Source: an optimization exercise on an open RTL-to-GDS flow (aim: small area and a short achievable clock period). Production flows keep margins and buffers that such runs may drop.

alpha:
==> flow/design.v <==
`timescale 1ns/1ps
package fano_pkg;
    localparam int WIN_LEN  = 64;   
    localparam int CODE_MEM = 24;   
    localparam int RX_LEN   = 41;   
    localparam logic [CODE_MEM-1:0] PARITY_TAPS = 24'h9A5C37;
    localparam logic [5:0]          PTR_MAX     = 6'd40;
    typedef enum logic [2:0] {
        ST_INIT,
        ST_IDLE,
        ST_METRIC,
        ST_FORWARD,
        ST_BACKWARD
    } fano_state_t;
endpackage
`timescale 1ns/1ps
`timescale 1ns/1ps
`timescale 1ns/1ps
`timescale 1ns/1ps
`timescale 1ns/1ps
module fano_decoder (
    input  logic       clk,
    input  logic       nlocal_rst,
    input  logic       i_vld,
    input  logic [1:0] i_branch,
    output logic       o_vld,
    output logic       o_dec_sym
);
    localparam int W = fano_pkg::WIN_LEN;
    localparam int R = fano_pkg::RX_LEN;
    localparam int M = fano_pkg::CODE_MEM;
    logic [R-1:0]   rx_d_q;      
    logic [R-1:0]   rx_p_q;      
    logic [R-1:0]   worse_q;
    logic [W-1:0]   dec_q;
    logic [M:0]     hist_q;      
    logic [5:0]     pointer_q;   
    logic [R-1:0]   worse_n;
    logic [W-1:0]   dec_n;
    logic [M:0]     hist_n;
    logic [5:0]     pointer_n;
    function automatic logic pick_dec(logic [W-1:0] vec, logic [6:0] idx);
        pick_dec = (idx < 7'(W)) ? vec[idx[5:0]] : 1'b0;
    endfunction
    fano_pkg::fano_state_t state_q;
    fano_pkg::fano_state_t state_n;
    logic signed [13:0] tq_q;        
    logic signed [15:0] t_q;
    logic signed [15:0] mc_q;
    logic signed [15:0] mp_q;
    logic signed [15:0] ms;          
    logic signed [15:0] mp_back;     
    logic signed [15:0] mp_upd;
    logic         ms_vld_q;
    logic         mp_vld_q;
    logic         calc_back_q;
    logic         norm_en_q;
    logic [7:0]   fwd_cnt_q;
    logic         t_up;
    logic         t_down;
    logic         metric_norm;
    logic         calc_fwd;
    logic         mv_fwd;
    logic         mv_back;
    logic         mv_invert;
    logic         mv_clear;
    logic         ms_ge_t_q;     
    logic         mp_ge_t_q;     
    logic         mc_lt_tp_q;    
    logic signed [16:0] dc_q;    
    logic signed [16:0] dp_q;    
    logic         ms_ge_t;
    logic         mpb_ge_t;
    logic         t_norm_q;      
    logic         worse_f_q;     
    logic         fenc_vld_q;
    logic         benc_vld_q;
    logic         ftap_q;        
    logic         btap_q;        
    logic         fbm_vld_q;
    logic         bbm_vld_q;
    logic         fbm_pos_q;     
    logic         fbm_n18_q;     
    logic         fsym_q;
    logic         bbm_pos_q;
    logic         bbm_n18_q;
    logic [R:0]   dp;            
    logic         f_rx_d, f_rx_p, f_worse;
    logic         b_rx_d, b_rx_p, b_worse;
    logic         f_eq, b_eq;
    logic signed [15:0] fbm;
    logic signed [15:0] bbm;
    always_comb begin
        for (int i = 0; i <= R; i++) dp[i] = (pointer_q == 6'(i));
    end
    always_comb begin
        f_rx_d = 1'b0; f_rx_p = 1'b0; f_worse = 1'b0;
        b_rx_d = 1'b0; b_rx_p = 1'b0; b_worse = 1'b0;
        for (int i = 0; i < R; i++) begin
            f_rx_d  = f_rx_d  | (dp[i+1] & rx_d_q[i]);
            f_rx_p  = f_rx_p  | (dp[i+1] & rx_p_q[i]);
            f_worse = f_worse | (dp[i+1] & worse_q[i]);
            b_rx_d  = b_rx_d  | (dp[i] & rx_d_q[i]);
            b_rx_p  = b_rx_p  | (dp[i] & rx_p_q[i]);
            b_worse = b_worse | (dp[i] & worse_q[i]);
        end
    end
    assign f_eq = (f_rx_d == (f_rx_p ^ ftap_q));
    assign b_eq = (b_rx_d == (b_rx_p ^ btap_q));
    always_ff @(posedge clk) begin
        if (!nlocal_rst) begin
            fenc_vld_q <= 1'b0;
            benc_vld_q <= 1'b0;
            fbm_vld_q  <= 1'b0;
            bbm_vld_q  <= 1'b0;
        end else begin
            fenc_vld_q <= calc_fwd;
            benc_vld_q <= calc_back_q;
            fbm_vld_q  <= fenc_vld_q;
            bbm_vld_q  <= benc_vld_q;
        end
    end
    always_ff @(posedge clk) begin
        if (calc_fwd) ftap_q <= ^(hist_q[M-1:0] & fano_pkg::PARITY_TAPS);
        if (calc_back_q) btap_q <= ^(hist_q[M:1] & fano_pkg::PARITY_TAPS);
        if (fenc_vld_q) begin
            fbm_pos_q <= f_eq & ~f_worse;
            fbm_n18_q <= f_eq & f_worse;
            fsym_q    <= (f_rx_d & (f_rx_p ^ ftap_q)) ^ f_worse;
        end
        if (benc_vld_q) begin
            bbm_pos_q <= b_eq & ~b_worse;
            bbm_n18_q <= b_eq & b_worse;
        end
    end
    assign fbm = fbm_pos_q ? 16'sd2 : (fbm_n18_q ? -16'sd18 : -16'sd8);
    assign bbm = bbm_pos_q ? 16'sd2 : (bbm_n18_q ? -16'sd18 : -16'sd8);
    assign t_q = {tq_q, 2'b00};
    assign ms  = mc_q + fbm;
    always_comb begin
        if (fwd_cnt_q == 8'd0) mp_back = 16'sh8000;
        else if (fwd_cnt_q == 8'd1) mp_back = '0;
        else mp_back = mp_q - bbm;
    end
    assign mp_upd = bbm_vld_q ? mp_back : mp_q;
    always_comb begin
        if (fbm_pos_q) begin
            if (mc_q >= 16'sd32766) ms_ge_t = (dc_q >= 17'sd65534);
            else ms_ge_t = (dc_q >= -17'sd2);
        end else if (fbm_n18_q) begin
            if (mc_q <= -16'sd32751) ms_ge_t = (dc_q >= -17'sd65518);
            else ms_ge_t = (dc_q >= 17'sd18);
        end else begin
            if (mc_q <= -16'sd32761) ms_ge_t = (dc_q >= -17'sd65528);
            else ms_ge_t = (dc_q >= 17'sd8);
        end
    end
    always_comb begin
        if (fwd_cnt_q == 8'd0) mpb_ge_t = (tq_q == -14'sd8192);
        else if (fwd_cnt_q == 8'd1) mpb_ge_t = (tq_q <= 14'sd0);
        else if (bbm_pos_q) begin
            if (mp_q <= -16'sd32767) mpb_ge_t = (dp_q >= -17'sd65534);
            else mpb_ge_t = (dp_q >= 17'sd2);
        end else if (bbm_n18_q) begin
            if (mp_q >= 16'sd32750) mpb_ge_t = (dp_q >= 17'sd65518);
            else mpb_ge_t = (dp_q >= -17'sd18);
        end else begin
            if (mp_q >= 16'sd32760) mpb_ge_t = (dp_q >= 17'sd65528);
            else mpb_ge_t = (dp_q >= -17'sd8);
        end
    end
    always_comb begin
        state_n     = state_q;
        calc_fwd    = 1'b0;
        mv_fwd      = 1'b0;
        mv_back     = 1'b0;
        mv_invert   = 1'b0;
        mv_clear    = 1'b0;
        t_up        = 1'b0;
        t_down      = 1'b0;
        metric_norm = 1'b0;
        case (state_q)
            fano_pkg::ST_INIT: begin
                if (i_vld) state_n = fano_pkg::ST_IDLE;
            end
            fano_pkg::ST_IDLE: begin
                if (norm_en_q && t_norm_q) metric_norm = 1'b1;
                if (!dp[0]) begin
                    calc_fwd = 1'b1;
                    mv_clear = 1'b1;
                    state_n  = fano_pkg::ST_METRIC;
                end
            end
            fano_pkg::ST_METRIC: begin
                if (ms_vld_q) begin
                    if (ms_ge_t_q) begin
                        mv_fwd  = 1'b1;
                        state_n = fano_pkg::ST_FORWARD;
                    end else if (mp_ge_t_q) begin
                        mv_back = 1'b1;
                        state_n = fano_pkg::ST_BACKWARD;
                    end else begin
                        t_down  = 1'b1;
                        state_n = fano_pkg::ST_IDLE;
                    end
                end
            end
            fano_pkg::ST_FORWARD: begin
                if (mc_lt_tp_q) t_up = 1'b1;
                state_n = fano_pkg::ST_IDLE;
            end
            fano_pkg::ST_BACKWARD: begin
                if (mp_vld_q) begin
                    if (worse_f_q) begin
                        if (mp_ge_t_q) begin
                            mv_back = 1'b1;
                        end else begin
                            t_down  = 1'b1;
                            state_n = fano_pkg::ST_IDLE;
                        end
                    end else begin
                        mv_invert = 1'b1;
                        calc_fwd  = 1'b1;
                        state_n   = fano_pkg::ST_METRIC;
                    end
                end
            end
            default: state_n = fano_pkg::ST_INIT;
        endcase
    end
    always_ff @(posedge clk) begin
        if (!nlocal_rst) begin
            state_q     <= fano_pkg::ST_INIT;
            tq_q        <= '0;
            mc_q        <= '0;
            mp_q        <= 16'sh8000;
            ms_vld_q    <= 1'b0;
            mp_vld_q    <= 1'b0;
            calc_back_q <= 1'b0;
            norm_en_q   <= 1'b0;
            fwd_cnt_q   <= '0;
            t_norm_q    <= 1'b0;
        end else begin
            state_q     <= state_n;
            ms_vld_q    <= fbm_vld_q;
            mp_vld_q    <= bbm_vld_q;
            calc_back_q <= mv_back;
            if (t_down) begin
                tq_q     <= tq_q - 14'sd1;
                t_norm_q <= (tq_q == 14'sd65);
            end else if (t_up) begin
                tq_q     <= tq_q + 14'sd1;
                t_norm_q <= (tq_q == 14'sd63);
            end else if (metric_norm) begin
                tq_q     <= 14'sd32;
                t_norm_q <= 1'b0;
            end
            if (mv_fwd) begin
                mp_q <= mc_q;
                mc_q <= ms;
            end else if (mv_back) begin
                mc_q <= mp_q;
            end else if (metric_norm) begin
                mc_q <= mc_q >>> 1;
                mp_q <= mp_q >>> 1;
            end else begin
                mp_q <= mp_upd;
            end
            if (mv_fwd && (fwd_cnt_q != 8'hFF)) fwd_cnt_q <= fwd_cnt_q + 1'b1;
            else if (mv_back && (fwd_cnt_q != 8'h00)) fwd_cnt_q <= fwd_cnt_q - 1'b1;
            if (metric_norm) norm_en_q <= 1'b0;
            else if (state_q == fano_pkg::ST_METRIC) norm_en_q <= 1'b1;
        end
    end
    always_ff @(posedge clk) begin
        dc_q       <= {mc_q[15], mc_q} - {tq_q[13], tq_q, 2'b00};
        dp_q       <= {mp_q[15], mp_q} - {tq_q[13], tq_q, 2'b00};
        ms_ge_t_q  <= ms_ge_t;
        mp_ge_t_q  <= bbm_vld_q ? mpb_ge_t : (dp_q >= 17'sd0);
        mc_lt_tp_q <= (dc_q <= 17'sd3) && (tq_q != 14'sh1FFF);
        worse_f_q  <= (i_vld && sat) ? worse_q[38] : f_worse;
    end
    logic       sat;         
    logic       p39;
    logic       p38;
    logic       to_max;      
    logic [6:0] refill_idx;
    logic [R-1:0] wsel;      
    assign sat = dp[40];
    assign p39 = dp[39];
    assign p38 = dp[38];
    always_comb begin
        pointer_n = pointer_q;
        if (i_vld && !sat) pointer_n = pointer_n + 1'b1;
        if (mv_back && !(sat || (i_vld && p39))) pointer_n = pointer_n + 1'b1;
        if (mv_fwd) pointer_n = pointer_n - 1'b1;
    end
    always_comb begin
        for (int i = 0; i < R; i++) wsel[i] = i_vld ? dp[i] : dp[i+1];
    end
    always_comb begin
        dec_n   = i_vld ? {dec_q[W-2:0], 1'b0} : dec_q;
        worse_n = i_vld ? {worse_q[R-2:0], 1'b0} : worse_q;
        for (int i = 0; i < R; i++) begin
            if (mv_fwd && wsel[i]) dec_n[i] = fsym_q;
            if (i + 1 < R) begin
                if (mv_fwd && wsel[i+1]) worse_n[i] = 1'b0;
            end
            if (mv_invert && wsel[i]) worse_n[i] = 1'b1;
            if (mv_clear && wsel[i]) worse_n[i] = 1'b0;
        end
    end
    assign refill_idx = {1'b0, pointer_q} + 7'd25;
    assign to_max = (sat & ~mv_fwd) | (p39 & ~mv_fwd & (i_vld | mv_back)) | (p38 & i_vld & mv_back);
    always_comb begin
        hist_n = hist_q;
        if (mv_fwd) begin
            if (i_vld && sat) hist_n = {hist_q[M-2:0], fsym_q, dec_q[38]};
            else hist_n = {hist_q[M-1:0], fsym_q};
        end else if (i_vld && sat) begin
            hist_n = {hist_q[M-1:0], dec_q[39]};
        end else if (mv_back && !sat && !(i_vld && p39)) begin
            hist_n = {pick_dec(dec_q, refill_idx), hist_q[M:1]};
        end
        if (to_max) hist_n[M] = 1'b0;
    end
    always_ff @(posedge clk) begin
        if (!nlocal_rst) begin
            pointer_q <= '0;
            dec_q     <= '0;
            worse_q   <= '0;
            hist_q    <= '0;
            o_vld     <= 1'b0;
        end else begin
            pointer_q <= pointer_n;
            dec_q     <= dec_n;
            worse_q   <= worse_n;
            hist_q    <= hist_n;
            o_vld     <= i_vld;
        end
    end
    always_ff @(posedge clk) begin
        if (i_vld) begin
            rx_d_q    <= {rx_d_q[R-2:0], i_branch[1]};
            rx_p_q    <= {rx_p_q[R-2:0], i_branch[0]};
            o_dec_sym <= dec_q[W-1];
        end
    end
endmodule
make LEC_CHECK=0 CAP_MARGIN=20 CORE_MARGIN=2 CORE_UTILIZATION=40 SETUP_SLACK_MARGIN=4.0 SLEW_MARGIN=20 finish   # period 7.0 ns
run.sh (not shown) runs the stock make flow with config.mk's settings and CLKGATE_MAP_FILE= SYNTH_SCRIPT=/design/flow/synth_recipe.tcl, a recipe that flattens the netlist after the stock synthesis.
[inputs] beta vs alpha
-- flow/design.v --
<<< alpha, line 68
    logic         mp_ge_t_q;     
    logic         mc_lt_tp_q;    
    logic signed [16:0] dc_q;    
    logic signed [16:0] dp_q;    
    logic         ms_ge_t;
    logic         mpb_ge_t;
    logic         t_norm_q;      
    logic         worse_f_q;     
>>> beta, line 68
    logic         mp_ge_t_q;     
    logic         mc_lt_tp_q;    
    logic         t_norm_q;      
    logic         worse_f_q;     
<<< alpha, line 144
    end
    assign mp_upd = bbm_vld_q ? mp_back : mp_q;
    always_comb begin
        if (fbm_pos_q) begin
            if (mc_q >= 16'sd32766) ms_ge_t = (dc_q >= 17'sd65534);
            else ms_ge_t = (dc_q >= -17'sd2);
        end else if (fbm_n18_q) begin
            if (mc_q <= -16'sd32751) ms_ge_t = (dc_q >= -17'sd65518);
            else ms_ge_t = (dc_q >= 17'sd18);
        end else begin
            if (mc_q <= -16'sd32761) ms_ge_t = (dc_q >= -17'sd65528);
            else ms_ge_t = (dc_q >= 17'sd8);
        end
    end
    always_comb begin
        if (fwd_cnt_q == 8'd0) mpb_ge_t = (tq_q == -14'sd8192);
        else if (fwd_cnt_q == 8'd1) mpb_ge_t = (tq_q <= 14'sd0);
        else if (bbm_pos_q) begin
            if (mp_q <= -16'sd32767) mpb_ge_t = (dp_q >= -17'sd65534);
            else mpb_ge_t = (dp_q >= 17'sd2);
        end else if (bbm_n18_q) begin
            if (mp_q >= 16'sd32750) mpb_ge_t = (dp_q >= 17'sd65518);
            else mpb_ge_t = (dp_q >= -17'sd18);
        end else begin
            if (mp_q >= 16'sd32760) mpb_ge_t = (dp_q >= 17'sd65528);
            else mpb_ge_t = (dp_q >= -17'sd8);
        end
    end
    always_comb begin
        state_n     = state_q;
>>> beta, line 140
    end
    assign mp_upd = bbm_vld_q ? mp_back : mp_q;
    always_comb begin
        state_n     = state_q;
<<< alpha, line 274
    end
    always_ff @(posedge clk) begin
        dc_q       <= {mc_q[15], mc_q} - {tq_q[13], tq_q, 2'b00};
        dp_q       <= {mp_q[15], mp_q} - {tq_q[13], tq_q, 2'b00};
        ms_ge_t_q  <= ms_ge_t;
        mp_ge_t_q  <= bbm_vld_q ? mpb_ge_t : (dp_q >= 17'sd0);
        mc_lt_tp_q <= (dc_q <= 17'sd3) && (tq_q != 14'sh1FFF);
        worse_f_q  <= (i_vld && sat) ? worse_q[38] : f_worse;
    end
>>> beta, line 244
    end
    always_ff @(posedge clk) begin
        ms_ge_t_q  <= ($signed(ms[15:2]) >= tq_q);
        mp_ge_t_q  <= ($signed(mp_upd[15:2]) >= tq_q);
        mc_lt_tp_q <= ($signed(mc_q[15:2]) <= tq_q) && (tq_q != 14'sh1FFF);
        worse_f_q  <= (i_vld && sat) ? worse_q[38] : f_worse;
    end
Findings:
Taking alpha as the reference point, the share of the synthesized area in compound gates (AO/OA/AOI/OAI) of beta rises by 1.9 points.
Row worst path buffer plus inverter count: beta lower / alpha higher
| area growth from synthesis to layout | beta vs alpha | 2.6 points higher |
| sequential cell count | beta vs alpha | 10% lower |
Vias: beta below alpha
The logic depth of the worst register-to-register path number comes out lower for alpha vs beta.
As of beta, synthesized cell area had fallen by a little under 10% compared to alpha.
| share of the clock period used by the worst path | beta vs alpha | 9.5 points higher |
Relative to alpha, required time of the critical path has increased by 130 ps in beta.
No functional check of the RTL was part of any run of this note.

[static timing again, ports no longer ideal]
In the flow no input, the clock included, has a driving cell. The finished layouts below were timed again as built, in two steps. Step 1 assumes that a clkbuf_16 drives the clock port and a buf_2 every other input. Step 2 times the ports against the registers' clock, not the clock port: input delays grow and output delays shrink by t, the midpoint of the rising clock arrivals with the driver on. a / b / c = ideal ports / drivers / drivers and shift; a / b = the first two.
run | shift t [ns] | setup WS [ns] | worst register clock-pin slew, ns
alpha | 0.616 | 4.036 / 3.854 / 3.238 | 0.07 / 0.07
beta | 0.608 | 3.375 / 3.375 / 3.375 | 0.06 / 0.06
After both steps every run listed still meets setup and hold. The setup slack of alpha, which loses most, moves by -0.182 ns with the drivers and by -0.798 ns with both steps.
